Source: an optimization exercise on an open RTL-to-GDS flow (aim: small area and a short achievable clock period). Production flows keep margins and buffers that such runs may drop.
The RTL was checked by simulation tests, not by an equivalence proof against the original design.
No activity file was given, so power comes from the tool's default toggle rates.

--- flow/constraint.sdc ---
create_clock -name core_clock -period 5.0 [get_ports {ethClk}]
set_input_delay 1.0000 -clock core_clock [delete_from_list [all_inputs] [get_ports {ethClk}]]
set_output_delay 1.0000 -clock core_clock [all_outputs]
set_load 0.01 [all_outputs]
--- flow/run.sh ---
#!/bin/bash
# synth_recipe.tcl (not shown) runs the flow's synth.tcl, then flattens the netlist and writes it again
# the make line also repeats each setting of config.mk as NAME=value (left out here)
make -C /OpenROAD-flow-scripts/flow DESIGN_CONFIG=/design/flow/config.mk WORK_HOME=/design/flow/orfs CLKGATE_MAP_FILE= SYNTH_SCRIPT=/design/flow/synth_recipe.tcl finish
--- flow/config.mk ---
export PLATFORM = sky130hd
export DESIGN_NAME = fofb_link
export DESIGN_NICKNAME = fofb_link
export VERILOG_FILES = /design/flow/design.v
export SDC_FILE = /design/flow/constraint.sdc
export NUM_CORES = 4
export LEC_CHECK = 0
export CAP_MARGIN = 20
export CORE_MARGIN = 2
export CORE_UTILIZATION = 40
export SLEW_MARGIN = 20
--- flow/design.v ---
`timescale 1ns/100ps
package fofb_pkg;
  typedef struct packed {
    logic                     valid;
    logic                     last;    
    logic [32-1:0] value;
  } setpoint_beat_t;
  typedef struct packed {
    logic                   req;
    logic [11-1:0] length;   
  } tx_request_t;
  typedef struct packed {
    logic ack;
    logic strobe;   
    logic warn;     
  } tx_status_t;
  typedef struct packed {
    logic       ready;    
    logic       strobe;
    logic [7:0] data;
  } rx_byte_t;
  typedef union packed {
    logic [0:6-1][7:0] bytes;
    struct packed {
      logic [15:0]              supply;
      logic [32-1:0] value;
    } fields;
  } supply_record_u;
  typedef struct packed {
    logic                     valid;
    logic [7:0]               supply;
    logic [32-1:0] value;
  } rx_record_t;
endpackage
`timescale 1ns/100ps
module setpoint_stash (
  input  logic                       ethClk,
  input  logic                       arst_n,
  input  logic                       beat_valid,
  input  logic                       beat_last,
  input  logic [32-1:0]   beat_value,
  input  logic                       rd_shift,   
  input  logic                       sent,
  output logic                       pending,
  output logic [32-1:0]   head,
  output logic [6:0]                 len_half    
);
  localparam int VALUE_W = 32;
  localparam int DEPTH   = 32;
  logic [DEPTH*VALUE_W-1:0] words;    
  logic [4:0]               cnt;      
  logic                     toss;     
  logic                     accept;
  logic                     align;
  logic                     shift;
  assign accept = beat_valid && !toss && !pending;
  assign align  = pending && (cnt[3:0] != 4'd0);
  assign shift  = accept || align || rd_shift;
  assign head = cnt[4] ? words[16*VALUE_W +: VALUE_W] : words[0 +: VALUE_W];
  always_ff @(posedge ethClk) begin
    if (shift) begin
      words <= {beat_value, words[DEPTH*VALUE_W-1:VALUE_W]};
    end
  end
  always_ff @(posedge ethClk) begin
    if (accept) begin
      len_half <= (cnt == 5'd0) ? 7'd9 : len_half + 7'd3;
    end
  end
  always_ff @(posedge ethClk or negedge arst_n) begin
    if (!arst_n) begin
      cnt     <= '0;
      toss    <= 1'b0;
      pending <= 1'b0;
    end else begin
      if (sent) begin
        pending <= 1'b0;
        cnt     <= '0;
      end else if (accept || align) begin
        cnt <= cnt + 1'b1;
      end
      if (beat_valid) begin
        if (toss) begin
          if (beat_last) begin
            toss <= 1'b0;
          end
        end else if (pending) begin
          if (!beat_last) begin
            toss <= 1'b1;
          end
        end else if (beat_last) begin
          pending <= 1'b1;
        end
      end
    end
  end
endmodule
`timescale 1ns/100ps
module setpoint_tx (
  input  logic                         ethClk,
  input  logic                         arst_n,
  input  logic                         pending,
  input  logic [32-1:0]     head,
  output logic                         rd_shift,
  output logic                         sent,
  input  logic [4-1:0]       readback_cmd,
  output logic                         tx_req,
  input  logic                         tx_ack,
  input  logic                         tx_strobe,
  input  logic                         tx_warn,
  output logic [7:0]                   data_tx,
  output logic [64-1:0]     nonce
);
  localparam int CMD_W = 4;
  logic       busy;
  logic       in_hdr;    
  logic [3:0] pos;       
  logic [4:0] sidx;      
  logic [7:0] cur;       
  logic       is_cmd;    
  logic [7:0] nxt;
  logic       step;
  assign step     = busy && tx_strobe && tx_warn;
  assign rd_shift = step && !in_hdr && (pos == 4'd4);
  always_comb begin
    nxt = 8'h00;
    if (in_hdr) begin
      case (pos)
        4'd0:    nxt = 16'h7631 & 8'hff;
        4'd3:    nxt = nonce[63:56];
        4'd4:    nxt = nonce[55:48];
        4'd5:    nxt = nonce[47:40];
        4'd6:    nxt = nonce[39:32];
        4'd7:    nxt = nonce[31:24];
        4'd8:    nxt = nonce[23:16];
        4'd9:    nxt = nonce[15:8];
        4'd10:   nxt = nonce[7:0];
        default: nxt = 8'h00;
      endcase
    end else begin
      case (pos)
        4'd0:    nxt = {3'b000, sidx};
        4'd1:    nxt = head[31:24];
        4'd2:    nxt = head[23:16];
        4'd3:    nxt = head[15:8];
        4'd4:    nxt = head[7:0];
        default: nxt = 8'h00;
      endcase
    end
  end
  assign data_tx = {cur[7:4], cur[3:0] | (is_cmd ? readback_cmd : 4'h0)};
  always_ff @(posedge ethClk or negedge arst_n) begin
    if (!arst_n) begin
      busy   <= 1'b0;
      sent   <= 1'b0;
      tx_req <= 1'b0;
      nonce  <= '0;
    end else begin
      sent <= 1'b0;
      if (busy) begin
        if (tx_ack) begin
          tx_req <= 1'b0;
        end
        if (tx_strobe && !tx_warn) begin
          busy <= 1'b0;   
          sent <= 1'b1;
        end
      end else if (pending && !sent) begin
        busy   <= 1'b1;
        tx_req <= 1'b1;
        nonce  <= nonce + 1'b1;
      end
    end
  end
  always_ff @(posedge ethClk) begin
    if (!busy) begin
      in_hdr <= 1'b1;
      pos    <= '0;
      sidx   <= '0;
      cur    <= 16'h7631 >> 8;
      is_cmd <= 1'b0;
    end else if (step) begin
      cur    <= nxt;
      is_cmd <= in_hdr && (pos == 4'd2);
      if (in_hdr) begin
        if (pos == 4'(12 - 1)) begin
          in_hdr <= 1'b0;
          pos    <= '0;
        end else begin
          pos <= pos + 1'b1;
        end
      end else if (pos == 4'(6 - 1)) begin
        pos  <= '0;
        sidx <= sidx + 1'b1;
      end else begin
        pos <= pos + 1'b1;
      end
    end
  end
endmodule
`timescale 1ns/100ps
module readback_rx (
  input  logic                       ethClk,
  input  logic                       arst_n,
  input  logic                       rx_ready,
  input  logic                       rx_strobe,
  input  logic [7:0]                 rx_data,
  input  logic [4-1:0]     readback_cmd,
  input  logic [64-1:0]   nonce,
  output logic                       record_valid,
  output logic [7:0]                 record_supply,
  output logic [32-1:0]   record_value,
  output logic                       hdr_bad
);
  logic       in_hdr;
  logic [3:0] pos;
  logic [7:0] expect_b;
  logic       bad;
  logic       rec_end;
  logic [31:0] held;     
  logic [7:0]  last_b;   
  always_comb begin
    case (pos)
      4'd0:    expect_b = 16'h7631 >> 8;
      4'd1:    expect_b = 16'h7631 & 8'hff;
      4'd3:    expect_b = {4'h0, readback_cmd};
      4'd4:    expect_b = nonce[63:56];
      4'd5:    expect_b = nonce[55:48];
      4'd6:    expect_b = nonce[47:40];
      4'd7:    expect_b = nonce[39:32];
      4'd8:    expect_b = nonce[31:24];
      4'd9:    expect_b = nonce[23:16];
      4'd10:   expect_b = nonce[15:8];
      4'd11:   expect_b = nonce[7:0];
      default: expect_b = 8'h00;
    endcase
  end
  assign bad     = (in_hdr || pos == 4'd0) && (rx_data != (in_hdr ? expect_b : 8'h00));
  assign rec_end = !in_hdr && pos == 4'(6 - 1);
  always_ff @(posedge ethClk or negedge arst_n) begin
    if (!arst_n) begin
      in_hdr       <= 1'b1;
      pos          <= '0;
      record_valid <= 1'b0;
      hdr_bad      <= 1'b0;
    end else begin
      record_valid <= 1'b0;
      if (rx_ready) begin
        in_hdr  <= 1'b1;
        pos     <= '0;
        hdr_bad <= 1'b0;
      end else if (rx_strobe) begin
        if (bad) begin
          hdr_bad <= 1'b1;
        end
        if (in_hdr && pos == 4'(12 - 1)) begin
          in_hdr <= 1'b0;
          pos    <= '0;
        end else if (rec_end) begin
          pos          <= '0;
          record_valid <= 1'b1;
        end else begin
          pos <= pos + 1'b1;
        end
      end
    end
  end
  always_ff @(posedge ethClk) begin
    last_b <= rx_data;
    if (rx_strobe && !rec_end) begin
      held <= {held[23:0], rx_data};
    end
  end
  assign record_supply = held[31:24];
  assign record_value  = {held[23:0], last_b};
endmodule
`timescale 1ns/100ps
module fofb_link (
  input  logic                       ethClk,
  input  logic                       arst_n,
  input  logic                       beat_valid,
  input  logic                       beat_last,
  input  logic [32-1:0]   beat_value,
  input  logic [4-1:0]     readback_cmd,
  input  logic                       tx_ack,
  input  logic                       tx_strobe,
  input  logic                       tx_warn,
  input  logic                       rx_ready,
  input  logic                       rx_strobe,
  input  logic [7:0]                 rx_data,
  output logic                       tx_req,
  output logic [11-1:0]     tx_length,
  output logic [7:0]                 data_tx,
  output logic                       record_valid,
  output logic [7:0]                 record_supply,
  output logic [32-1:0]   record_value,
  output logic                       hdr_bad
);
  logic                     pending;
  logic                     sent;
  logic                     rd_shift;
  logic [32-1:0] head;
  logic [6:0]               len_half;
  logic [64-1:0] nonce;    
  assign tx_length = {3'b000, len_half, 1'b0};
  setpoint_stash u_stash (
    .ethClk     (ethClk),
    .arst_n     (arst_n),
    .beat_valid (beat_valid),
    .beat_last  (beat_last),
    .beat_value (beat_value),
    .rd_shift   (rd_shift),
    .sent       (sent),
    .pending    (pending),
    .head       (head),
    .len_half   (len_half)
  );
  setpoint_tx u_tx (
    .ethClk       (ethClk),
    .arst_n       (arst_n),
    .pending      (pending),
    .head         (head),
    .rd_shift     (rd_shift),
    .sent         (sent),
    .readback_cmd (readback_cmd),
    .tx_req       (tx_req),
    .tx_ack       (tx_ack),
    .tx_strobe    (tx_strobe),
    .tx_warn      (tx_warn),
    .data_tx      (data_tx),
    .nonce        (nonce)
  );
  readback_rx u_rx (
    .ethClk        (ethClk),
    .arst_n        (arst_n),
    .rx_ready      (rx_ready),
    .rx_strobe     (rx_strobe),
    .rx_data       (rx_data),
    .readback_cmd  (readback_cmd),
    .nonce         (nonce),
    .record_valid  (record_valid),
    .record_supply (record_supply),
    .record_value  (record_value),
    .hdr_bad       (hdr_bad)
  );
endmodule
==> metrics.cfg, run 1 <==
[logic_synthesis]
synthTopCellsByArea=edfxtp_1 83%, dfrtp_1 5.2%, dfxtp_1 1.4%, xnor2_1 1.2%, mux2i_1 0.88%
synthesis.area_um2=38600
synth.avg_cell_area_um2=21.4
synth.top_cell.area_share_pct=82.7
ys_types=63
ys_ff_latch=1171
postSynthCellCount=1800
synth_top_area_cell=edfxtp_1
synth_edf_count=1063
yosys_most_used_dff=edfxtp_1
ys_async_sr_fraction_pct=6.92
yosysSeqAreaShare_pct=89.4
ys_warn_count=3

[clocking]
cts_buffers=113
cts.clk_slew.worst_paths_ns=0.06
clock-sinks=1171
cts_hold_buf=0
cts_tree=yes
post_cts_buffers=0
cts_buffer_depth=3
htreeDepth=3
worstSkewPairLatency_ns=0.67
cts-resized-gates=0
cts_root_buffer=clkbuf_16

[global_route]
grt_pass1_vias=16258
antenna_found_initial=0
grt_pass1_wl_mm=91.9
grt-ovfl-total=0
grt_usage_pct=11.8
grt_max_degree=82

[power_and_ir_drop]
power_frac_clock_pct=27.3
cellLeakagePower_nw=15.4
p_seq_share_pct=60.8
power_switching_mw=7.89
pwr-share-comb_pct=11.9
power_density_nw_per_um2=702
switching_share_pct=24.7
vdd_drop_max_mv=0.526
p_int_mw=24.1

[floorplan]
boundaryPins=115
die_width_um=315
core_area_um2=95300
start_util_pct=40.5
die_area_um2=99000
die_height_um=315
num_rows=113

[timing]
tightest_slew_ns=1.04
drv_slew=0
setup_tns_ns=0
rsz0062_at_grt=false
fin_hold_ws_ns=0.399
hold_violations=0
finClkSkew_ns=0.0416
fmax_ghz=0.289
finalCritPeriodShare_pct=69.2
fin_crit_ns=3.46
max_slew_margin_pct=30.4
finalSetupViolCount=0

[status]
status=complete, no violations

[setup_path]
cp_data_required_time_ns=5.34
cp-start-kind=register
r2r_setup_slack_ns=1.54
path_class=register to register
crit_arrival_ns=3.80
end_kind=register
cp_max_fo=65

[route]
routed-via-count=16323
viasPerCell=4.83
drc=0
drtIter0Drc=1555
drt_wl_total_mm=59.6
drtAntennaViolNets=0
drtPass1Iterations=8
wl_per_cell_um=17.6

[final_layout]
mostFrequentLayoutCells=1063 x edfxtp_1, 114 x clkbuf_16, 109 x clkdlybuf4s50_1
fin_nets=2086
n_antenna_cell=0
layout-drive-gt1-share_pct=11.0
area_growth_pct=17.8
design_area_um2=45500
fin_util_pct=47.7
mostFrequentLayoutCell=edfxtp_1

[placement]
gp_congestion=0.917
place_area_um2=41600
dp_hpwl_mm=35.6
io_buffers=110

[worst_hold_path]
hold_path.class=primary input to asynchronous set/reset pin

[job]
max-cap-violations=0

==> cells in the mapped netlist, types with 12 or more instances <==
library cell and number:
edfxtp_1 1063, dfrtp_1 80, nor2_1 68, xnor2_1 51, nand2_1 47, clkbuf_1 36, mux2i_1 34, nand3_1 32
xor2_1 29, dfxtp_1 27, o21ai_0 25, inv_1 24, a21oi_1 23, nand4_1 21, o22ai_1 21, a22o_1 17
a222oi_1 16, and3_1 16, ha_1 16, a22oi_1 14, a21o_1 12
==> cell type report <==
| class | instances | area (um2) |
|---|---|---|
| Timing Repair Buffer | 149 | 1580 |
| Clock inverter | 78 | 933 |
| Multi-Input combinational cell | 558 | 3840 |
| Tap cell | 1265 | 1580 |
| Fill cell | 7764 | 49800 |
| Inverter | 24 | 90.1 |
| Sequential cell | 1171 | 34500 |
| Clock buffer | 138 | 2960 |
==> worst max-delay path, cell delays in order (launching register included) <==
cell and delay (ns):
dfxtp_1 0.36, inv_1 0.10, ha_1 0.61, nand3b_1 0.49, o31ai_4 0.87, buf_12 0.32, buf_12 0.33
==> per-layer routing <==
metal / track usage, % / vias up / wire (um)
met4: 5.38 / 0 / 2280
met1: 16.2 / 8169 / 26600
met3: 2.64 / 152 / 3450
li1: - / 7515 / -
met5: 0 / - / 0
met2: 18.3 / 487 / 27200
==> power groups by stage <==
stage | clock [mW] | sequential (mW) | combinational, mW
4_1_cts | 9.02 | 19.5 | 3.87
3_5_place_dp | 0 | 19.6 | 3.88
2_1_floorplan | 0 | 16.9 | 1.32
3_3_place_gp | 0 | 19.4 | 3.71
5_1_grt | 9.43 | 19.9 | 4.19
6_report | 8.73 | 19.4 | 3.78
==> worst paths after layout <==
check                                        start                  end  cells after the start
worst max-delay path                   u_tx.pos[0]  u_stash.words[1014]                      6
worst min-delay path                        arst_n       u_tx.nonce[20]                      1
worst max register to register         u_tx.pos[0]  u_stash.words[1014]                      6
worst min register to register  u_stash.words[759]   u_stash.words[727]                      0
max in group asynchronous                   arst_n       u_tx.nonce[45]                      1
min in group core_clock         u_stash.words[759]   u_stash.words[727]                      0
==> state kept, by name, summed over array words and instances (netlist names), 4 cells and up <==
signal	cells
u_rx.pos	4
u_stash.len_half	7
u_tx.pos	4
u_tx.nonce	64
u_tx.sidx	5
u_stash.cnt	5
u_tx.cur	8
u_rx.last_b	8
u_stash.words	1024
u_rx.held	32
==> cell families (layout without fill, tap and decap cells) <==
family | count (synthesis) | after routing | synth area share (%)
DFF | 1171 | 1171 | 89.4
AOI/OAI and AO/OA | 171 | 171 | 3.15
buffers and inverters | 74 | 389 | 0.804
adders and majority gates | 16 | 16 | 0.519
muxes | 36 | 36 | 0.940
and+or+nand+nor | 251 | 251 | 3.39
other | 1 | 4 | 0.00972
xor gates and xnor gates | 80 | 80 | 1.82
==> stage by stage <==
stage	std cells	total power, mW	setup WS, ns
2_1_floorplan	1803	18.2	-22.02
3_3_place_gp	3167	23.1	1.36
3_5_place_dp	3167	23.5	1.39
4_1_cts	3383	32.4	1.58
5_1_grt	3383	33.5	1.31
6_report	3383	31.9	1.54
==> inputs of run 2 (changes only) <==
--- a/flow/design.v
+++ b/flow/design.v
@@ -39,7 +39,7 @@
   input  logic                       beat_valid,
   input  logic                       beat_last,
   input  logic [32-1:0]   beat_value,
-  input  logic                       rd_shift,   
+  input  logic                       rd_done,    
   input  logic                       sent,
   output logic                       pending,
   output logic [32-1:0]   head,
@@ -52,10 +52,13 @@
   logic                     toss;     
   logic                     accept;
   logic                     align;
+  logic                     auto_r;   
   logic                     shift;
+  logic                     pending_nx;
+  logic [4:0]               cnt_nx;
   assign accept = beat_valid && !toss && !pending;
   assign align  = pending && (cnt[3:0] != 4'd0);
-  assign shift  = accept || align || rd_shift;
+  assign shift  = accept || auto_r;
   assign head = cnt[4] ? words[16*VALUE_W +: VALUE_W] : words[0 +: VALUE_W];
   always_ff @(posedge ethClk) begin
     if (shift) begin
@@ -67,18 +70,30 @@
       len_half <= (cnt == 5'd0) ? 7'd9 : len_half + 7'd3;
     end
   end
+  always_comb begin
+    pending_nx = pending;
+    if (sent) begin
+      pending_nx = 1'b0;
+    end else if (accept && beat_last) begin
+      pending_nx = 1'b1;
+    end
+    cnt_nx = cnt;
+    if (sent) begin
+      cnt_nx = '0;
+    end else if (accept || align) begin
+      cnt_nx = cnt + 1'b1;
+    end
+  end
   always_ff @(posedge ethClk or negedge arst_n) begin
     if (!arst_n) begin
       cnt     <= '0;
       toss    <= 1'b0;
       pending <= 1'b0;
+      auto_r  <= 1'b0;
     end else begin
-      if (sent) begin
-        pending <= 1'b0;
-        cnt     <= '0;
-      end else if (accept || align) begin
-        cnt <= cnt + 1'b1;
-      end
+      pending <= pending_nx;
+      cnt     <= cnt_nx;
+      auto_r  <= (pending_nx && (cnt_nx[3:0] != 4'd0)) || rd_done;
       if (beat_valid) begin
         if (toss) begin
           if (beat_last) begin
@@ -88,8 +103,6 @@
           if (!beat_last) begin
             toss <= 1'b1;
           end
-        end else if (beat_last) begin
-          pending <= 1'b1;
         end
       end
     end
@@ -101,7 +114,7 @@
   input  logic                         arst_n,
   input  logic                         pending,
   input  logic [32-1:0]     head,
-  output logic                         rd_shift,
+  output logic                         rd_done,
   output logic                         sent,
   input  logic [4-1:0]       readback_cmd,
   output logic                         tx_req,
@@ -121,7 +134,7 @@
   logic [7:0] nxt;
   logic       step;
   assign step     = busy && tx_strobe && tx_warn;
-  assign rd_shift = step && !in_hdr && (pos == 4'd4);
+  assign rd_done  = step && !in_hdr && (pos == 4'd4);
   always_comb begin
     nxt = 8'h00;
     if (in_hdr) begin
@@ -298,7 +311,7 @@
 );
   logic                     pending;
   logic                     sent;
-  logic                     rd_shift;
+  logic                     rd_done;
   logic [32-1:0] head;
   logic [6:0]               len_half;
   logic [64-1:0] nonce;    
@@ -309,7 +322,7 @@
     .beat_valid (beat_valid),
     .beat_last  (beat_last),
     .beat_value (beat_value),
-    .rd_shift   (rd_shift),
+    .rd_done    (rd_done),
     .sent       (sent),
     .pending    (pending),
     .head       (head),
@@ -320,7 +333,7 @@
     .arst_n       (arst_n),
     .pending      (pending),
     .head         (head),
-    .rd_shift     (rd_shift),
+    .rd_done     (rd_done),
     .sent         (sent),
     .readback_cmd (readback_cmd),
     .tx_req       (tx_req),
--- a/flow/config.mk
+++ b/flow/config.mk
@@ -7,5 +7,6 @@
 export LEC_CHECK = 0
 export CAP_MARGIN = 20
 export CORE_MARGIN = 2
-export CORE_UTILIZATION = 40
+export CORE_UTILIZATION = 60
+export SETUP_SLACK_MARGIN = 2.6
 export SLEW_MARGIN = 20
==> metrics.cfg, run 2 <==
[logic_synthesis]
yosysSeqAreaShare_pct=89.0  ; -0.38 points
ys_warn_count=3  ; unchanged
synth.top_cell.area_share_pct=82.3  ; -0.41 points
postSynthCellCount=1829  ; +1.6%
synth.avg_cell_area_um2=21.2  ; -1.1%
ys_async_sr_fraction_pct=7.00  ; +0.079 points
synth_commonest_cells=1063 x edfxtp_1, 81 x dfrtp_1, 68 x nor2_1, 62 x nand2_1, 52 x xnor2_1
yosysMostFrequentCell=edfxtp_1
synth_top_area_cell=edfxtp_1
yosys_most_used_dff=edfxtp_1
synthesis.area_um2=38800  ; +0.50%
synthTopCellsByArea=edfxtp_1 82%, dfrtp_1 5.2%, dfxtp_1 1.4%, xnor2_1 1.2%, mux2i_1 0.95%
ys_types=76  ; +21%
synth_edf_count=1063  ; unchanged
ys_ff_latch=1172  ; +0.085%

[job]
max-cap-violations=0  ; unchanged

[floorplan]
boundaryPins=115  ; unchanged
die_height_um=258  ; -18%
num_rows=93  ; -18%
die_area_um2=66700  ; -33%
start_util_pct=60.4  ; +20 points
die_width_um=258  ; -18%
core_area_um2=64200  ; -33%

[timing]
fin_crit_ns=2.66  ; -0.803 ns
tightest_slew_ns=0.711  ; -0.325 ns
finalSetupViolCount=0  ; unchanged
finClkSkew_ns=0.0332  ; -0.00847 ns
fmax_ghz=0.376  ; +30%
finalCritPeriodShare_pct=53.2  ; -16 points
hold_violations=0  ; unchanged
rsz0062_at_grt=true
drv_slew=0  ; unchanged
max_slew_margin_pct=52.6  ; +22 points

[worst_hold_path]
hold_path.class=primary input to asynchronous set/reset pin

[setup_path]
crit_arrival_ns=3.18  ; -0.62 ns
crit_chain=buf_4 > buf_4 > ha_4 > buf_4 > a22oi_1 > a21oi_1 > a311o_1 > nor4b_1 > a211oi_1 > nor4_1 > o32ai_1
cp_data_required_time_ns=5.52  ; +0.18 ns
crit_top_cell=buf_4
critPathMaxStageDelay_ns=0.41  ; -0.46 ns
cp-start-kind=register
path_class=register to register
end_kind=register
cp_max_fo=16  ; -75%
slowest_stage=dfrtp_2

[route]
viasPerCell=5.56  ; +15%
wl_per_cell_um=19.9  ; +13%
drtIter0Drc=1619  ; +4.1%
routed-via-count=16825  ; +3.1%
drc=0  ; unchanged
drt_wl_total_mm=60.3  ; +1.2%
drtAntennaViolNets=0  ; unchanged
drtPass1Iterations=8  ; unchanged

[clocking]
cts.clk_slew.worst_paths_ns=0.06  ; about the same
htreeDepth=3  ; unchanged
cts_buffers=109  ; -3.5%
clock-sinks=1172  ; +0.085%
cts_tree=yes
worstSkewPairLatency_ns=0.66  ; about the same
cts_hold_buf=0  ; unchanged
cts_root_buffer=clkbuf_16
cts_buffer_depth=3  ; unchanged

[final_layout]
mostFrequentLayoutCell=edfxtp_1
area_growth_pct=16.8
fin_nets=2145  ; +2.8%
largest_reg_flops=1024  ; unchanged
layout-drive-gt1-share_pct=14.0  ; +3.0 points
n_antenna_cell=0  ; unchanged
mostFrequentLayoutCells=1063 x edfxtp_1, 113 x clkbuf_16, 68 x dfrtp_1
top_register=u_stash.words
final_cells=3026  ; -11%
reg_top3=u_stash.words: 1024 flops, u_tx.nonce: 64 flops, u_rx.held: 32 flops
num-fill-cells=3991  ; -49%

[placement]
io_buffers=110  ; unchanged
placedCellCount=2765  ; -13%
dp_hpwl_mm=33.7  ; -5.4%
gp_congestion=0.890  ; -2.9%

[global_route]
antenna_found_initial=0  ; unchanged
grt-ovfl-total=0  ; unchanged
grt_pass1_vias=16054  ; -1.3%
grt_usage_pct=17.9  ; +6.1 points
grt_max_degree=160  ; +95%
grt_pass1_wl_mm=91.6  ; -0.25%

[power_and_ir_drop]
p_total_mw=27.9  ; -13%
power_density_nw_per_um2=616  ; -12%
cellLeakagePower_nw=15.6  ; +1.1%
vdd_drop_max_mv=0.417  ; -21%

[status]
status=complete, no violations

[run 2: changes by cell type after synthesis, moves of 9 or more]
cell	previous run	this run
nand2_1	47	62
a211oi_1	3	17
a22o_1	17	6
a22oi_1	14	24
a21o_1	12	3
nand3_1	32	41
o21ai_0	25	16
[run 2: metal layers]
layer	vias to the layer above	part of all wire, %	GRT usage, %
met3	107	5.4	3.78
met4	0	2.3	5.67
met2	486	46	27.0
met5	-	0	0
li1	7723	-	-
met1	8509	46	27.0
[run 2: final timing paths]
path | startpoint | end | slack (ns) | cells after the start
max | u_rx.pos[1] | u_rx.hdr_bad | 2.34 | 11
min | arst_n | u_tx.nonce[5] | 0.37 | 1
max reg2reg | u_rx.pos[1] | u_rx.hdr_bad | 2.34 | 11
min reg2reg | u_stash.words[263] | u_stash.words[231] | 0.40 | 0
max in group asynchronous | arst_n | u_tx.nonce[26] | 3.65 | 2
min in group core_clock | u_stash.words[263] | u_stash.words[231] | 0.40 | 0
[run 2: timing repair]
item / in CTS / in global routing
pin swaps: 14 / 28
cloned: 3 / 3
setup buffers: 25 / 27
endpoints found under the setup margin: 1151 / 441
resized for setup: 156 / 52
[run 2: power breakdown]
| group | internal, mW | switching, mW |
|---|---|---|
| Clock | 4.32 | 3.30 |
| Sequential | 16.1 | 1.16 |
| Combinational | 0.855 | 2.14 |
| Total | 21.3 | 6.60 |
[run 2: stage by stage]
stage	TNS (ns)	hold slack (ns)	cell area, um2	util [%]	setup WS (ns)
after detailed placement	0	0.405	41000	63.8	1.36
after floorplan	-4389.56	0.400	38800	-	-4.29
final	0	0.366	45300	70.5	2.34
after global routing	0	0.367	45300	70.5	2.25
after CTS	0	0.335	44800	69.8	2.37
after global placement	0	0.400	41000	63.8	1.45
[run 2: cells by family (layout without fill, tap and decap cells)]
logic type	count (synthesis)	count (layout)	synth area share, %
and+or+nand+nor	281	281	3.74
other	1	4	0.00967
muxes	38	38	0.984
adders and majority gates	13	13	0.419
buffers and inverters	69	408	0.774
xor gates and xnor gates	79	79	1.78
AOI/OAI and AO/OA	176	176	3.30
DFF	1172	1172	89.0
[run 2: worst max-delay path, delay by kind of cell, from the launching register on]
family                     cells  cell delay, ns
and+or+nand+nor                2            0.59
adders and majority gates      1            0.22
DFF                            1            0.41
AOI/OAI and AO/OA              5            0.89
buffers and inverters          3            0.43
[run 2: final cells by class]
cell class                 count  area, um2  area share (%)
sequential                  1172      34500            76.2
tap                          855       1070            2.36
inverter                      20       75.1           0.166
clock inverter                46        347           0.765
multi-input combinational    591       4360            9.63
timing repair buffer         185       1920            4.23
clock buffer                 157       3000            6.62
==> inputs of run 3 (changes only) <==
--- a/flow/config.mk
+++ b/flow/config.mk
@@ -8,5 +8,5 @@
 export CAP_MARGIN = 20
 export CORE_MARGIN = 2
 export CORE_UTILIZATION = 60
-export SETUP_SLACK_MARGIN = 2.6
+export SETUP_SLACK_MARGIN = 2.2
 export SLEW_MARGIN = 20
==> metrics.cfg, run 3 <==
[status]
status=complete, no violations

[final_layout]
fin_util_pct=70.1  ; -0.45 points
layout-drive-gt1-share_pct=11.2  ; -2.7 points
largest_reg_flops=1024  ; unchanged
mostFrequentLayoutCells=1063 x edfxtp_1, 112 x clkbuf_16, 102 x clkdlybuf4s50_1
area_growth_pct=16.1
top_register=u_stash.words
n_antenna_cell=0  ; unchanged
fin_nets=2110  ; -1.6%
num-fill-cells=3996  ; +0.13%
mostFrequentLayoutCell=edfxtp_1
final_cells=2994  ; -1.1%
design_area_um2=45000  ; -0.64%
reg_top3=u_stash.words: 1024 flops, u_tx.nonce: 64 flops, u_rx.held: 32 flops

[logic_synthesis]
synthesis.area_um2=38800  ; unchanged
synth_commonest_cells=1063 x edfxtp_1, 81 x dfrtp_1, 68 x nor2_1, 62 x nand2_1, 52 x xnor2_1
synthTopCellsByArea=edfxtp_1 82%, dfrtp_1 5.2%, dfxtp_1 1.4%, xnor2_1 1.2%, mux2i_1 0.95%
ys_async_sr_fraction_pct=7.00  ; unchanged
ys_ff_latch=1172  ; unchanged
synth_edf_count=1063  ; unchanged
synth.avg_cell_area_um2=21.2  ; unchanged
yosys_most_used_dff=edfxtp_1
ys_warn_count=3  ; unchanged
synth.top_cell.area_share_pct=82.3  ; unchanged
synth_top_area_cell=edfxtp_1
yosysMostFrequentCell=edfxtp_1
yosysSeqAreaShare_pct=89.0  ; unchanged
postSynthCellCount=1829  ; unchanged
ys_types=76  ; unchanged

[clocking]
cts.clk_slew.worst_paths_ns=0.06  ; about the same
cts_buffer_depth=3  ; unchanged
cts_hold_buf=0  ; unchanged
worstSkewPairLatency_ns=0.67  ; about the same
htreeDepth=3  ; unchanged
clock-sinks=1172  ; unchanged
cts_buffers=111  ; +1.8%
cts_root_buffer=clkbuf_16
cts_tree=yes

[global_route]
grt_pass1_vias=16071  ; +0.11%
grt_max_degree=140  ; -13%
grt_pass1_wl_mm=91.5  ; -0.13%
grt_usage_pct=17.9  ; -0.033 points
antenna_found_initial=3  ; +3
grt-ovfl-total=0  ; unchanged

[power_and_ir_drop]
vdd_drop_max_mv=0.389  ; -6.6%
p_seq_share_pct=61.1  ; -0.8 points
p_int_mw=21.7  ; +2.0%
cellLeakagePower_nw=15.4  ; -1.4%
pwr-share-comb_pct=9.3  ; -1.4 points
power_switching_mw=6.61  ; +0.15%
power_density_nw_per_um2=630  ; +2.2%
switching_share_pct=23.3  ; -0.34 points
power_frac_clock_pct=29.6  ; +2.3 points

[timing]
fin_ws_ns=2.26  ; -0.0859 ns
finalCritPeriodShare_pct=54.9  ; +1.7 points
hold_violations=0  ; unchanged
fin_crit_ns=2.74  ; +0.0859 ns
max_slew_margin_pct=46.8  ; -5.8 points
drv_slew=0  ; unchanged
setup_tns_ns=0  ; unchanged
tightest_slew_ns=0.798  ; +0.0868 ns
finalSetupViolCount=0  ; unchanged
fmax_ghz=0.364  ; -3.1%
finClkSkew_ns=0.0423  ; +0.00909 ns
rsz0062_at_grt=true

[placement]
io_buffers=110  ; unchanged
place_area_um2=41100  ; +0.17%
gp_congestion=0.897  ; +0.85%
placedCellCount=2772  ; +0.25%
dp_hpwl_mm=34.5  ; +2.4%
place_ws_ns=1.27  ; -0.0927 ns

[route]
drtIter0Drc=1708  ; +5.5%
routed-via-count=16525  ; -1.8%
wl_per_cell_um=19.9  ; about the same
drtPass1Iterations=6  ; -2
drt_wl_total_mm=59.6  ; -1.1%
viasPerCell=5.52  ; -0.73%
drtAntennaViolNets=0  ; unchanged
drc=0  ; unchanged

[setup_path]
end_kind=register
path_class=register to register
slowest_stage=dfrtp_2
cp-start-kind=register
r2r_setup_slack_ns=2.26  ; -0.09 ns
cp_top_family=compound AO/OA/AOI/OAI gates
timing.rr.end=u_rx.hdr_bad
crit_arrival_ns=3.28  ; +0.10 ns
cp_max_fo=12  ; -4
path_buf_inv=2  ; -1
crit_chain=inv_1 > ha_4 > buf_4 > a211o_1 > a32o_1 > a221o_1 > o41ai_2 > a211oi_1 > nor4_1 > o32ai_1
cp_data_required_time_ns=5.53  ; about the same
critPathMaxStageDelay_ns=0.45  ; +0.04 ns
r2r_start=u_rx.pos[1]
reg2regPathDepth=10  ; -1

[floorplan]
die_area_um2=66700  ; unchanged
num_rows=93  ; unchanged
core_area_um2=64200  ; unchanged
die_width_um=258  ; unchanged
die_height_um=258  ; unchanged
boundaryPins=115  ; unchanged
start_util_pct=60.4  ; unchanged

[worst_hold_path]
hold_path.class=register to register
whs_path_depth=0
hold_end=u_stash.words[554]
min-delay-start=u_stash.words[586]

[job]
max-cap-violations=0  ; unchanged

run 3: power by group through the flow:
stage / sequential [mW] / combinational, mW / clock [mW]
final: 17.3 / 2.63 / 8.40
after global routing: 17.7 / 2.92 / 9.03
after CTS: 17.4 / 2.67 / 8.65
after detailed placement: 17.5 / 2.66 / 0
after global placement: 17.3 / 2.56 / 0
after floorplan: 16.5 / 1.42 / 0
run 3: worst max-delay path by stage:
| stage | from | endpoint | slack [ns] | depth (start not counted) |
|---|---|---|---|---|
| global route | u_rx.pos[2] | u_rx.hdr_bad | 2.09 | 9 |
| global placement | beat_valid | u_stash.words[1001] | 1.41 | 5 |
| detailed placement | beat_valid | u_stash.words[1008] | 1.27 | 5 |
| finish | u_rx.pos[1] | u_rx.hdr_bad | 2.26 | 10 |
| CTS | u_rx.pos[1] | u_rx.hdr_bad | 2.23 | 9 |
| floorplan | beat_valid | u_stash.words[0] | -4.29 | 2 |
run 3: cells by family after synthesis:
group,after synthesis,share of synthesized area [%]
flops,1172,89.0
simple gates,281,3.74
compound gates,176,3.30
xor+xnor,79,1.78
buf+inv,69,0.774
mux,38,0.984
fa+ha+maj,13,0.419
other cells,1,0.00967
run 3: repair_timing:
action                                  CTS  global route
buffers inserted                          7             6
endpoints found under the setup margin  914            10
gates cloned                              1             0
gates resized for setup                  27            13
pin swaps                                 3             2
run 3: cell type report:
cell class | instances | area (um2) | share of cell area, %
flip-flops and latches | 1172 | 34500 | 76.7
multi-input cells | 592 | 4110 | 9.12
clock buffers | 137 | 2960 | 6.57
repair buffers | 147 | 1500 | 3.32
well taps | 855 | 1070 | 2.38
clock inverters | 71 | 797 | 1.77
inverters | 20 | 75.1 | 0.167
run 3: stage by stage:
step	hold WS (ns)	power (mW)
after floorplan	0.400	17.9
after global placement	0.400	19.9
after detailed placement	0.405	20.1
after CTS	0.405	28.7
after global routing	0.419	29.6
final	0.409	28.3
run 3: routing by layer:
metal	routed length (um)	vias up	track usage, %
met1	27600	8300	26.8
met2	27300	456	27.0
met5	0	-	0
li1	-	7653	-
met3	2950	116	3.35
met4	1790	0	6.74
==> inputs of run 4 (changes only) <==
--- a/flow/design.v
+++ b/flow/design.v
@@ -124,52 +124,73 @@
   output logic [7:0]                   data_tx,
   output logic [64-1:0]     nonce
 );
-  localparam int CMD_W = 4;
   logic       busy;
   logic       in_hdr;    
-  logic [3:0] pos;       
+  logic [3:0] npos;      
   logic [4:0] sidx;      
   logic [7:0] cur;       
   logic       is_cmd;    
   logic [7:0] nxt;
   logic       step;
-  assign step     = busy && tx_strobe && tx_warn;
-  assign rd_done  = step && !in_hdr && (pos == 4'd4);
+  logic       start;
+  logic [6:0] ones;      
+  logic [7:0] carry;     
+  assign step    = busy && tx_strobe && tx_warn;
+  assign rd_done = step && !in_hdr && (npos == 4'd5);
+  assign start   = !busy && pending && !sent;
   always_comb begin
     nxt = 8'h00;
     if (in_hdr) begin
-      case (pos)
-        4'd0:    nxt = 16'h7631 & 8'hff;
-        4'd3:    nxt = nonce[63:56];
-        4'd4:    nxt = nonce[55:48];
-        4'd5:    nxt = nonce[47:40];
-        4'd6:    nxt = nonce[39:32];
-        4'd7:    nxt = nonce[31:24];
-        4'd8:    nxt = nonce[23:16];
-        4'd9:    nxt = nonce[15:8];
-        4'd10:   nxt = nonce[7:0];
-        default: nxt = 8'h00;
-      endcase
+      if (npos[3] || npos[2]) begin
+        if (npos != 4'd12) begin
+          case ({npos[3], npos[1:0]})
+            3'd0:    nxt = nonce[63:56];
+            3'd1:    nxt = nonce[55:48];
+            3'd2:    nxt = nonce[47:40];
+            3'd3:    nxt = nonce[39:32];
+            3'd4:    nxt = nonce[31:24];
+            3'd5:    nxt = nonce[23:16];
+            3'd6:    nxt = nonce[15:8];
+            default: nxt = nonce[7:0];
+          endcase
+        end
+      end else if (npos[1:0] == 2'd1) begin
+        nxt = 16'h7631 & 8'hff;
+      end
     end else begin
-      case (pos)
-        4'd0:    nxt = {3'b000, sidx};
-        4'd1:    nxt = head[31:24];
-        4'd2:    nxt = head[23:16];
-        4'd3:    nxt = head[15:8];
-        4'd4:    nxt = head[7:0];
-        default: nxt = 8'h00;
-      endcase
+      if (npos[2] || npos[1]) begin
+        if (npos != 4'd6) begin
+          case ({~npos[1], npos[0]})
+            2'd0:    nxt = head[31:24];
+            2'd1:    nxt = head[23:16];
+            2'd2:    nxt = head[15:8];
+            default: nxt = head[7:0];
+          endcase
+        end
+      end else begin
+        nxt = {3'b000, sidx};
+      end
     end
   end
   assign data_tx = {cur[7:4], cur[3:0] | (is_cmd ? readback_cmd : 4'h0)};
+  always_comb begin
+    carry[0] = 1'b1;
+    for (int k = 1; k < 8; k++) begin
+      carry[k] = carry[k-1] && ones[k-1];
+    end
+  end
   always_ff @(posedge ethClk or negedge arst_n) begin
     if (!arst_n) begin
       busy   <= 1'b0;
       sent   <= 1'b0;
       tx_req <= 1'b0;
       nonce  <= '0;
+      ones   <= '0;
     end else begin
       sent <= 1'b0;
+      for (int k = 0; k < 7; k++) begin
+        ones[k] <= &nonce[8*k +: 8];
+      end
       if (busy) begin
         if (tx_ack) begin
           tx_req <= 1'b0;
@@ -178,35 +199,37 @@
           busy <= 1'b0;   
           sent <= 1'b1;
         end
-      end else if (pending && !sent) begin
+      end else if (start) begin
         busy   <= 1'b1;
         tx_req <= 1'b1;
-        nonce  <= nonce + 1'b1;
+        for (int k = 0; k < 8; k++) begin
+          nonce[8*k +: 8] <= nonce[8*k +: 8] + {7'd0, carry[k]};
+        end
       end
     end
   end
   always_ff @(posedge ethClk) begin
     if (!busy) begin
       in_hdr <= 1'b1;
-      pos    <= '0;
+      npos   <= 4'd1;
       sidx   <= '0;
       cur    <= 16'h7631 >> 8;
       is_cmd <= 1'b0;
     end else if (step) begin
       cur    <= nxt;
-      is_cmd <= in_hdr && (pos == 4'd2);
+      is_cmd <= in_hdr && (npos == 4'd3);
       if (in_hdr) begin
-        if (pos == 4'(12 - 1)) begin
+        if (npos == 4'(12)) begin
           in_hdr <= 1'b0;
-          pos    <= '0;
+          npos   <= 4'd1;
         end else begin
-          pos <= pos + 1'b1;
+          npos <= npos + 1'b1;
         end
-      end else if (pos == 4'(6 - 1)) begin
-        pos  <= '0;
+      end else if (npos == 4'(6)) begin
+        npos <= 4'd1;
         sidx <= sidx + 1'b1;
       end else begin
-        pos <= pos + 1'b1;
+        npos <= npos + 1'b1;
       end
     end
   end
@@ -233,20 +256,25 @@
   logic [31:0] held;     
   logic [7:0]  last_b;   
   always_comb begin
-    case (pos)
-      4'd0:    expect_b = 16'h7631 >> 8;
-      4'd1:    expect_b = 16'h7631 & 8'hff;
-      4'd3:    expect_b = {4'h0, readback_cmd};
-      4'd4:    expect_b = nonce[63:56];
-      4'd5:    expect_b = nonce[55:48];
-      4'd6:    expect_b = nonce[47:40];
-      4'd7:    expect_b = nonce[39:32];
-      4'd8:    expect_b = nonce[31:24];
-      4'd9:    expect_b = nonce[23:16];
-      4'd10:   expect_b = nonce[15:8];
-      4'd11:   expect_b = nonce[7:0];
-      default: expect_b = 8'h00;
-    endcase
+    if (pos[3] || pos[2]) begin
+      case ({pos[3], pos[1:0]})
+        3'd0:    expect_b = nonce[63:56];
+        3'd1:    expect_b = nonce[55:48];
+        3'd2:    expect_b = nonce[47:40];
+        3'd3:    expect_b = nonce[39:32];
+        3'd4:    expect_b = nonce[31:24];
+        3'd5:    expect_b = nonce[23:16];
+        3'd6:    expect_b = nonce[15:8];
+        default: expect_b = nonce[7:0];
+      endcase
+    end else begin
+      case (pos[1:0])
+        2'd0:    expect_b = 16'h7631 >> 8;
+        2'd1:    expect_b = 16'h7631 & 8'hff;
+        2'd2:    expect_b = 8'h00;
+        default: expect_b = {4'h0, readback_cmd};
+      endcase
+    end
   end
   assign bad     = (in_hdr || pos == 4'd0) && (rx_data != (in_hdr ? expect_b : 8'h00));
   assign rec_end = !in_hdr && pos == 4'(6 - 1);
--- a/flow/config.mk
+++ b/flow/config.mk
@@ -8,5 +8,5 @@
 export CAP_MARGIN = 20
 export CORE_MARGIN = 2
 export CORE_UTILIZATION = 60
-export SETUP_SLACK_MARGIN = 2.2
+export SETUP_SLACK_MARGIN = 2.6
 export SLEW_MARGIN = 20
==> metrics.cfg, run 4 <==
[final_layout]
final_cells=3001  ; +0.23%
reg_top3=u_stash.words: 1024 flops, u_tx.nonce: 64 flops, u_rx.held: 32 flops
fin_nets=2133  ; +1.1%
largest_reg_flops=1024  ; unchanged
mostFrequentLayoutCells=1063 x edfxtp_1, 115 x clkbuf_16, 84 x dfrtp_1
mostFrequentLayoutCell=edfxtp_1
area_growth_pct=17.8
top_register=u_stash.words
fin_util_pct=71.3  ; +1.3 points
n_antenna_cell=0  ; unchanged
layout-drive-gt1-share_pct=15.8  ; +4.6 points

[logic_synthesis]
ys_warn_count=3  ; unchanged
ys_ff_latch=1179  ; +0.60%
synthesis.area_um2=38900  ; +0.26%
ys_async_sr_fraction_pct=7.55  ; +0.55 points
yosysSeqAreaShare_pct=89.2  ; +0.22 points
yosysMostFrequentCell=edfxtp_1
synth_commonest_cells=1063 x edfxtp_1, 88 x dfrtp_1, 60 x nand2_1, 44 x xnor2_1
ys_types=69  ; -9.2%
postSynthCellCount=1787  ; -2.3%
synth.top_cell.area_share_pct=82.1  ; -0.22 points
synthTopCellsByArea=edfxtp_1 82%, dfrtp_1 5.7%, dfxtp_1 1.4%, xnor2_1 0.99%, ha_1 0.90%
synth.avg_cell_area_um2=21.8  ; +2.6%
yosys_most_used_dff=edfxtp_1
synth_edf_count=1063  ; unchanged
synth_top_area_cell=edfxtp_1

[worst_hold_path]
hold_path.class=register to register

[setup_path]
cp_data_required_time_ns=4.00  ; -1.53 ns
slowest_stage=a21o_1
cp-start-kind=primary input
critPathMaxStageDelay_ns=0.20  ; -0.25 ns
crit_arrival_ns=1.47  ; -1.81 ns
end_kind=primary output
crit_chain=buf_8 > a21o_1 > buf_2
cp_max_fo=2  ; -10
path_class=primary input to primary output

[placement]
gp_congestion=0.872  ; -2.8%
io_buffers=110  ; unchanged
dp_hpwl_mm=31.3  ; -9.2%
placedCellCount=2743  ; -1.0%

[floorplan]
num_rows=93  ; unchanged
start_util_pct=60.5  ; +0.16 points
die_height_um=259  ; +0.13%
die_area_um2=66900  ; +0.26%
die_width_um=259  ; +0.13%
core_area_um2=64200  ; unchanged
boundaryPins=115  ; unchanged

[power_and_ir_drop]
p_total_mw=29.2  ; +3.1%
power_density_nw_per_um2=638  ; +1.3%
cellLeakagePower_nw=16.2  ; +5.6%
vdd_drop_max_mv=0.378  ; -2.9%

[global_route]
grt_pass1_wl_mm=90.4  ; -1.3%
grt_max_degree=124  ; -11%
grt_usage_pct=17.5  ; -0.45 points
antenna_found_initial=1  ; -2
grt_pass1_vias=16396  ; +2.0%
grt-ovfl-total=0  ; unchanged

[route]
route.met3.wl_mm=3.76  ; +27%
wl_per_cell_um=19.4  ; -2.7%
drtPass1Iterations=8  ; +2
drc=0  ; unchanged
dr.max_layer_used=met4
drt_wl_total_mm=58.1  ; -2.5%
dr_wl_met2_mm=26.6  ; -2.5%
viasPerCell=5.53  ; +0.27%
drt-met1-wl_mm=26.3  ; -4.8%
drtIter0Drc=1725  ; +1.0%
routed-via-count=16609  ; +0.51%
drtAntennaViolNets=0  ; unchanged

[timing]
setup_tns_ns=0  ; unchanged
finClkSkew_ns=0.0183  ; -0.0240 ns
drv_slew=0  ; unchanged
fin_crit_ns=2.47  ; -0.277 ns
hold_violations=0  ; unchanged
finalCritPeriodShare_pct=49.3  ; -5.5 points
finalSetupViolCount=0  ; unchanged
max_slew_margin_pct=42.0  ; -4.8 points
tightest_slew_ns=0.870  ; +0.0715 ns
rsz0062_at_grt=true
fmax_ghz=0.405  ; +11%

[job]
max-cap-violations=0  ; unchanged

[status]
status=complete, no violations

[clocking]
htreeDepth=3  ; unchanged
worstSkewPairLatency_ns=0.65  ; -0.02 ns
cts_tree=yes
cts_root_buffer=clkbuf_16
cts_buffer_depth=3  ; unchanged
clock-sinks=1179  ; +0.60%
cts.clk_slew.worst_paths_ns=0.06  ; about the same
cts_buffers=111  ; unchanged

[run 4: cell type report]
type,count,area [um2]
Multi-Input combinational cell,529,4050
Clock buffer,140,2990
Tap cell,855,1070
Clock inverter,67,744
Inverter,33,129
Fill cell,3984,18400
Sequential cell,1179,34700
Timing Repair Buffer,198,2140
[run 4: through the flow]
stage               area, um2  setup slack (ns)  hold WS, ns
finish                  45800              2.53        0.405
global placement        41300              1.17        0.400
global route            45800              2.46        0.411
detailed placement      41300              1.12        0.405
floorplan               38900             -4.35        0.400
CTS                     45600              2.40        0.397
[run 4: cell families (layout without fill, tap and decap cells)]
family	count (synthesis)	in the layout	share of synthesized area, %
DFF	1179	1179	89.2
and+or+nand+nor	233	236	3.12
AOI/OAI and AO/OA	167	167	3.27
buffers and inverters	85	438	1.02
xor gates and xnor gates	61	61	1.37
muxes	33	33	1.10
adders and majority gates	28	28	0.901
other	1	4	0.00964
[run 4: worst paths after layout]
path	start	to	slack (ns)	cells after the start
setup / recovery	readback_cmd[3]	data_tx[3]	2.53	3
hold / removal	u_stash.words[162]	u_stash.words[130]	0.41	0
setup reg to reg	u_tx.npos[1]	u_tx.cur[1]	2.62	9
hold reg to reg	u_stash.words[162]	u_stash.words[130]	0.41	0
max in group asynchronous	arst_n	u_tx.nonce[32]	3.67	2
min in group asynchronous	arst_n	u_stash.cnt[4]	0.47	1
[run 4: timing repair]
item,in CTS,in global routing
pin swaps,10,18
setup buffers,34,8
setup endpoints to repair,1143,719
hold buffers,0,0
cloned,7,2
resized for setup,148,35
[run 4: where the power goes]
group	internal, mW	switching, mW	total (mW)
Combinational	1.10	2.26	3.36
Clock	4.96	3.42	8.38
Sequential	16.3	1.22	17.5
Total	22.3	6.91	29.2
[run 4: critical path: cells and delay by family]
kind / cells / cell delay [ns]
compound gates: 1 / 0.20
buf+inv: 2 / 0.27
[run 4: metal layers]
| layer | up-vias | global-route usage, % |
|---|---|---|
| met4 | 0 | 6.25 |
| met2 | 521 | 26.0 |
| li1 | 7611 | - |
| met1 | 8369 | 25.8 |
| met5 | - | 0 |
| met3 | 108 | 4.23 |
==> inputs of run 5 (changes only) <==
==> flow/flow/run.sh (new file) <==
#!/bin/bash
# Standard layout, with every port buffered by a plain buffer (buf_1) in
# place of the delay cell buffer_ports picks by default.
set -euo pipefail
bash standard.sh "BUFFER_PORTS_ARGS=-buffer_cell sky130_fd_sc_hd__buf_1" finish > standard_flow.log 2>&1
==> flow/standard.sh (new file) <==
#!/bin/bash
# synth_recipe.tcl (not shown) runs the flow's synth.tcl, then flattens the netlist and writes it again
# the make line also repeats each setting of config.mk as NAME=value (left out here)
make -C /OpenROAD-flow-scripts/flow DESIGN_CONFIG=/design/flow/config.mk WORK_HOME=/design/flow/orfs CLKGATE_MAP_FILE= SYNTH_SCRIPT=/design/flow/synth_recipe.tcl "${@:-finish}"
removed: flow/run.sh
==> metrics.cfg, run 5 <==
[final_layout]
fin_nets=2093  ; -1.9%
mostFrequentLayoutCells=1063 x edfxtp_1, 113 x clkbuf_16, 101 x buf_1
num-fill-cells=4111  ; +3.2%
mostFrequentLayoutCell=edfxtp_1
n_antenna_cell=0  ; unchanged
area_growth_pct=14.7
reg_top3=u_stash.words: 1024 flops, u_tx.nonce: 64 flops, u_rx.held: 32 flops
design_area_um2=44600  ; -2.7%
top_register=u_stash.words
largest_reg_flops=1024  ; unchanged
layout-drive-gt1-share_pct=13.2  ; -2.7 points
final_cells=2964  ; -1.2%

[global_route]
met2_usage_pct=25.4  ; -0.60 points
grt_max_degree=118  ; -4.8%
grt-ovfl-total=0  ; unchanged
busiest_layer=met2
gr-usage-met1_pct=24.2  ; -1.6 points
grt_pass1_wl_mm=86.6  ; -4.2%
met3_usage_pct=3.31  ; -0.92 points
antenna_found_initial=0  ; -1
grt_pass1_vias=15862  ; -3.3%
grt_usage_pct=16.6  ; -0.84 points

[timing]
rsz0062_at_grt=true
fin_ws_ns=2.54  ; +0.00557 ns
setup_tns_ns=0  ; unchanged
tightest_slew_ns=0.862  ; -0.00714 ns
finalSetupViolCount=0  ; unchanged
finalCritPeriodShare_pct=49.2  ; -0.11 points
fmax_ghz=0.406  ; +0.23%
fin_hold_ws_ns=0.409  ; +0.00422 ns
finClkSkew_ns=0.0208  ; +0.00248 ns
drv_slew=0  ; unchanged
fin_crit_ns=2.46  ; -0.00557 ns
hold_violations=0  ; unchanged
max_slew_margin_pct=42.5  ; +0.48 points

[clocking]
cts_hold_buf=0  ; unchanged
cts_buffers=112  ; +0.90%
cts.clk_slew.worst_paths_ns=0.06  ; about the same
worstSkewPairLatency_ns=0.66  ; about the same
cts_tree=yes
cts_buffer_depth=3  ; unchanged
clock-sinks=1179  ; unchanged
htreeDepth=3  ; unchanged
cts_root_buffer=clkbuf_16

[setup_path]
crit_arrival_ns=1.46  ; about the same
crit_chain=buf_8 > a21o_1 > buf_2
path_class=primary input to primary output
critPathMaxStageDelay_ns=0.19  ; about the same
slowest_stage=a21o_1
cp_data_required_time_ns=4.00  ; about the same
end_kind=primary output
cp_max_fo=2  ; unchanged
cp-start-kind=primary input

[floorplan]
die_area_um2=66900  ; unchanged
die_height_um=259  ; unchanged
num_rows=93  ; unchanged
die_width_um=259  ; unchanged
boundaryPins=115  ; unchanged
start_util_pct=60.5  ; unchanged
core_area_um2=64200  ; unchanged

[logic_synthesis]
synthesis.area_um2=38900  ; unchanged
postSynthCellCount=1787  ; unchanged
synth_commonest_cells=1063 x edfxtp_1, 88 x dfrtp_1, 60 x nand2_1, 44 x xnor2_1
synth_top_area_cell=edfxtp_1
ys_async_sr_fraction_pct=7.55  ; unchanged
yosysSeqAreaShare_pct=89.2  ; unchanged
synth.avg_cell_area_um2=21.8  ; unchanged
synth_edf_count=1063  ; unchanged
synthTopCellsByArea=edfxtp_1 82%, dfrtp_1 5.7%, dfxtp_1 1.4%, xnor2_1 0.99%, ha_1 0.90%
ys_types=69  ; unchanged
ys_warn_count=3  ; unchanged
yosysMostFrequentCell=edfxtp_1
synth.top_cell.area_share_pct=82.1  ; unchanged
yosys_most_used_dff=edfxtp_1
ys_ff_latch=1179  ; unchanged

[route]
routed-via-count=16372  ; -1.4%
drtPass1Iterations=8  ; unchanged
drtIter0Drc=1760  ; +2.0%
drtAntennaViolNets=0  ; unchanged
drc=0  ; unchanged
drt_wl_total_mm=55.9  ; -3.9%
wl_per_cell_um=18.8  ; -2.7%
viasPerCell=5.52  ; -0.20%

[power_and_ir_drop]
pwr-share-comb_pct=10.0  ; -1.5 points
p_seq_share_pct=61.3  ; +1.5 points
power_switching_mw=6.73  ; -2.5%
switching_share_pct=23.7  ; about the same
cellLeakagePower_nw=15.5  ; -4.3%
power_frac_clock_pct=28.7  ; about the same
power_density_nw_per_um2=639  ; +0.14%
vdd_drop_max_mv=0.418  ; +11%
p_int_mw=21.7  ; -2.6%

[placement]
placedCellCount=2733  ; -0.36%
place_ws_ns=1.48  ; +0.361 ns
dp_hpwl_mm=30.7  ; -2.0%
place_area_um2=40500  ; -2.0%
gp_congestion=0.915  ; +5.0%
io_buffers=110  ; unchanged

[status]
status=complete, no violations

[job]
max-cap-violations=0  ; unchanged

[worst_hold_path]
hold_path.class=register to register

run 5: routing by layer:
layer | part of all wire (%) | vias up
met5 | 0 | -
met4 | 3.0 | 0
met3 | 5.0 | 130
met2 | 47 | 448
met1 | 45 | 8258
li1 | - | 7536
run 5: metrics by stage:
step | power, mW | utilization, %
after global placement | 20.0 | 63.0
final | 28.5 | 69.4
after floorplan | 18.2 | -
after global routing | 29.8 | 69.4
after CTS | 28.8 | 69.2
after detailed placement | 20.3 | 63.0
run 5: worst paths after layout:
path | start | end | slack [ns] | cells after the start
worst max-delay path | readback_cmd[3] | data_tx[3] | 2.54 | 3
worst min-delay path | u_stash.words[80] | u_stash.words[48] | 0.41 | 0
worst max register to register | u_rx.pos[0] | u_rx.hdr_bad | 2.57 | 8
worst min register to register | u_stash.words[80] | u_stash.words[48] | 0.41 | 0
max in group asynchronous | arst_n | u_tx.nonce[22] | 3.62 | 2
min in group asynchronous | arst_n | u_stash.toss | 0.46 | 1
run 5: final cells by class:
class	instances	area (um2)	area share, %
well taps	855	1070	2.40
clock buffers	140	2940	6.59
repair buffers	158	1070	2.39
inverters	33	129	0.289
flip-flops and latches	1179	34700	77.8
clock inverters	71	696	1.56
multi-input cells	528	3980	8.93
run 5: power groups by stage:
stage               Clock [mW]  Combinational (mW)  Sequential (mW)
floorplan                    0                1.54             16.6
global placement             0                2.60             17.4
detailed placement           0                2.72             17.6
CTS                       8.44                2.86             17.5
global route              8.81                3.17             17.8
finish                    8.18                2.85             17.4
run 5: repair_timing:
action                                  4_1_cts  5_1_grt
cloned                                        4        0
endpoints found under the setup margin      999       49
endpoints found under the hold margin         0        0
pin swaps                                    13       12
setup buffers                                12        4
resized for setup                            46       25
run 5: cell families (layout without fill, tap and decap cells):
kind of cell | Yosys count | count (layout) | synth area share (%)
other | 1 | 4 | 0.00964
AND/OR/NAND/NOR | 233 | 235 | 3.12
adder cells (fa/ha/maj) | 28 | 28 | 0.901
buffers and inverters | 85 | 402 | 1.02
XOR/XNOR | 61 | 61 | 1.37
AO/OA/AOI/OAI | 167 | 167 | 3.27
multiplexers | 33 | 33 | 1.10
flip-flops | 1179 | 1179 | 89.2
run 5: worst max-delay path: cells and delay by family:
kind                   cells  cell delay [ns]
buffers and inverters      2             0.27
AO/OA/AOI/OAI              1             0.19
==> inputs of run 6 (changes only) <==
--- a/flow/config.mk
+++ b/flow/config.mk
@@ -7,6 +7,8 @@
 export LEC_CHECK = 0
 export CAP_MARGIN = 20
 export CORE_MARGIN = 2
-export CORE_UTILIZATION = 60
+export CORE_UTILIZATION = 70
+export CTS_CLUSTER_DIAMETER = 100
+export CTS_CLUSTER_SIZE = 30
 export SETUP_SLACK_MARGIN = 2.6
 export SLEW_MARGIN = 20
==> metrics.cfg, run 6 <==
[floorplan]
die_area_um2=57500  ; -14%
boundaryPins=115  ; unchanged
start_util_pct=70.7  ; +10 points
die_width_um=240  ; -7.3%
die_height_um=240  ; -7.3%
core_area_um2=55000  ; -14%
num_rows=86  ; -7.5%

[final_layout]
largest_reg_flops=1024  ; unchanged
mostFrequentLayoutCells=1063 x edfxtp_1, 101 x buf_1, 83 x dfrtp_1
num-fill-cells=2998  ; -27%
area_growth_pct=8.00
mostFrequentLayoutCell=edfxtp_1
fin_nets=2018  ; -3.6%
top_register=u_stash.words
n_antenna_cell=0  ; unchanged
final_cells=2713  ; -8.5%
reg_top3=u_stash.words: 1024 flops, u_tx.nonce: 64 flops, u_rx.held: 32 flops
layout-drive-gt1-share_pct=8.45  ; -4.7 points

[global_route]
grt_pass1_wl_mm=80.7  ; -6.7%
grt-ovfl-total=0  ; unchanged
grt_max_degree=101  ; -14%
antenna_found_initial=1  ; +1
grt_usage_pct=18.4  ; +1.8 points
grt_pass1_vias=14833  ; -6.5%

[placement]
io_buffers=110  ; unchanged
dp_hpwl_mm=30.1  ; -2.0%
placedCellCount=2621  ; -4.1%
gp_congestion=0.922  ; +0.71%

[logic_synthesis]
synth_edf_count=1063  ; unchanged
synth.top_cell.area_share_pct=82.1  ; unchanged
synth.avg_cell_area_um2=21.8  ; unchanged
postSynthCellCount=1787  ; unchanged
synthMuxAreaShare_pct=1.10  ; unchanged
yosysSeqAreaShare_pct=89.2  ; unchanged
ys_async_sr_fraction_pct=7.55  ; unchanged
ys_types=69  ; unchanged
ys_ff_latch=1179  ; unchanged
synth_top_area_cell=edfxtp_1
synth_top_family_by_area=compound AO/OA/AOI/OAI gates
synthesis.area_um2=38900  ; unchanged
yosys_most_used_dff=edfxtp_1
synth_compound_area_share_pct=3.27  ; unchanged
synth-simple-area-share_pct=3.12  ; unchanged
ys_warn_count=3  ; unchanged
synthTopCellsByArea=edfxtp_1 82%, dfrtp_1 5.7%, dfxtp_1 1.4%, xnor2_1 0.99%, ha_1 0.90%
synth_fa_ha_area_share_pct=0.901  ; unchanged
synth_commonest_cells=1063 x edfxtp_1, 88 x dfrtp_1, 60 x nand2_1, 44 x xnor2_1
synthXorXnorAreaFrac_pct=1.37  ; unchanged
yosysMostFrequentCell=edfxtp_1

[status]
status=complete, no violations

[power_and_ir_drop]
cellLeakagePower_nw=14.3  ; -7.8%
vdd_drop_max_mv=0.401  ; -4.1%
power_density_nw_per_um2=586  ; -8.2%
p_total_mw=24.6  ; -14%

[route]
drt_wl_total_mm=52.9  ; -5.3%
drtPass1Iterations=9  ; +1
viasPerCell=5.83  ; +5.5%
wl_per_cell_um=19.5  ; +3.5%
drc=0  ; unchanged
drtAntennaViolNets=0  ; unchanged
routed-via-count=15817  ; -3.4%
drtIter0Drc=1627  ; -7.6%

[setup_path]
r2r_setup_slack_ns=2.59  ; +0.02 ns
timing.rr.end=u_rx.hdr_bad
end_kind=primary output
cp-start-kind=primary input
crit_arrival_ns=1.45  ; about the same
cp_max_fo=2  ; unchanged
reg2regPathDepth=7  ; -1
cp_data_required_time_ns=4.00  ; about the same
r2r_start=u_rx.pos[0]
path_class=primary input to primary output

[clocking]
cts.clk_slew.worst_paths_ns=0.11  ; +0.05 ns
cts_buffer_depth=3  ; unchanged
htreeDepth=2  ; -1
cts_root_buffer=clkbuf_16
worstSkewPairLatency_ns=0.63  ; -0.03 ns
cts_tree=yes
cts_buffers=45  ; -60%
clock-sinks=1179  ; unchanged

[timing]
tightest_slew_ns=0.749  ; -0.114 ns
hold_violations=0  ; unchanged
max_slew_margin_pct=49.9  ; +7.4 points
drv_slew=0  ; unchanged
finalSetupViolCount=0  ; unchanged
rsz0062_at_grt=true
fin_crit_ns=2.45  ; -0.00987 ns
setup_tns_ns=0  ; unchanged
finalCritPeriodShare_pct=49.0  ; -0.20 points
fmax_ghz=0.408  ; +0.40%
finClkSkew_ns=0.0228  ; +0.00202 ns

[worst_hold_path]
hold_path.class=primary input to asynchronous set/reset pin

[job]
max-cap-violations=0  ; unchanged

run 6: changes by cell type in the layout (fill, tap and decap cells not counted), sizes merged:
cell and change:
bufinv -10, buf -7, bufbuf -2, clkinv -52, or2 +1, clkinvlp -4
clkbuf -70
run 6: area by class of cell:
| class | instances | area (um2) | share of cell area, % |
|---|---|---|---|
| timing repair buffer | 149 | 925 | 2.20 |
| clock buffer | 70 | 1240 | 2.96 |
| clock inverter | 5 | 88.8 | 0.212 |
| multi-input combinational | 529 | 3970 | 9.46 |
| inverter | 33 | 129 | 0.307 |
| tap | 748 | 936 | 2.23 |
| sequential | 1179 | 34700 | 82.6 |
run 6: timing repair:
item,4_1_cts,5_1_grt
gates cloned,2,1
pin swaps,10,12
hold buffers,0,0
gates resized for setup,41,21
buffers inserted,8,6
setup endpoints to repair,1015,49
run 6: where the power goes:
group | switching [mW] | internal, mW | total, mW
logic | 2.09 | 0.658 | 2.74
registers | 1.25 | 16.2 | 17.5
clock network | 2.60 | 1.81 | 4.41
total | 5.94 | 18.7 | 24.6
run 6: cells by family after synthesis:
kind of cell / count (synthesis)
other cells: 1
fa+ha+maj: 28
buf+inv: 85
simple gates: 233
mux: 33
compound gates: 167
xor+xnor: 61
flops: 1179
run 6: routing by layer:
metal / share of wire, % / global-route usage (%)
met2: 45 / 27.7
met5: 0 / 0
met3: 5.6 / 2.86
met4: 3.0 / 6.40
met1: 46 / 28.5
run 6: critical path, stage by stage:
cell and delay [ns]:
buf_8 0.10, a21o_1 0.19, buf_2 0.16
run 6: worst max-delay path by stage:
stage	startpoint	depth (start not counted)	to
finish	readback_cmd[2]	3	data_tx[2]
global route	u_rx.pos[0]	8	u_rx.hdr_bad
CTS	u_rx.pos[1]	8	u_rx.hdr_bad
detailed placement	beat_valid	4	u_stash.words[937]
global placement	beat_valid	4	u_stash.words[937]
floorplan	beat_valid	2	u_stash.words[0]
run 6: stage by stage:
stage / utilization, % / instance area [um2] / hold WS, ns / worst slack [ns]
2_1_floorplan: - / 38900 / 0.400 / -4.35
3_3_place_gp: 73.3 / 40300 / 0.400 / 1.58
3_5_place_dp: 73.3 / 40300 / 0.405 / 1.49
4_1_cts: 76.2 / 41900 / 0.415 / 2.39
5_1_grt: 76.4 / 42000 / 0.427 / 2.45
6_report: 76.4 / 42000 / 0.419 / 2.55

==> re-timing with driven ports <==
How much do the figures lean on ideal ports? The routed layouts below were timed once more, with nothing changed but the port constraints. Step 1: set_driving_cell puts a clkbuf_16 on ethClk and a buf_2 on each other input, an assumption about the parent block. Step 2 moves the port delays by t, midway between the first and last clock arrival at a register: inputs arrive t later, outputs are due t later. That takes back most of the time a late clock gives input paths. a / b / c = ideal ports / drivers / drivers and shift; a / b = the first two.
run | shift t [ns] | setup WS [ns] | worst register clock-pin slew, ns | worst data-port slew with drivers (ns)
run 1 | 0.714 | 1.539 / 1.539 / 1.389 | 0.06 / 0.06 | 0.05
run 2 | 0.709 | 2.342 / 2.342 / 1.915 | 0.06 / 0.06 | 0.05
run 3 | 0.708 | 2.256 / 2.229 / 1.648 | 0.06 / 0.06 | 0.05
run 4 | 0.708 | 2.533 / 2.487 / 2.082 | 0.06 / 0.06 | 0.06
run 5 | 0.715 | 2.539 / 2.492 / 2.120 | 0.06 / 0.06 | 0.06
run 6 | 0.676 | 2.549 / 2.507 / 2.114 | 0.11 / 0.11 | 0.06
After both steps every run listed still meets setup and hold. The setup slack of run 3, which loses most, moves by -0.027 ns with the drivers and by -0.608 ns with both steps.
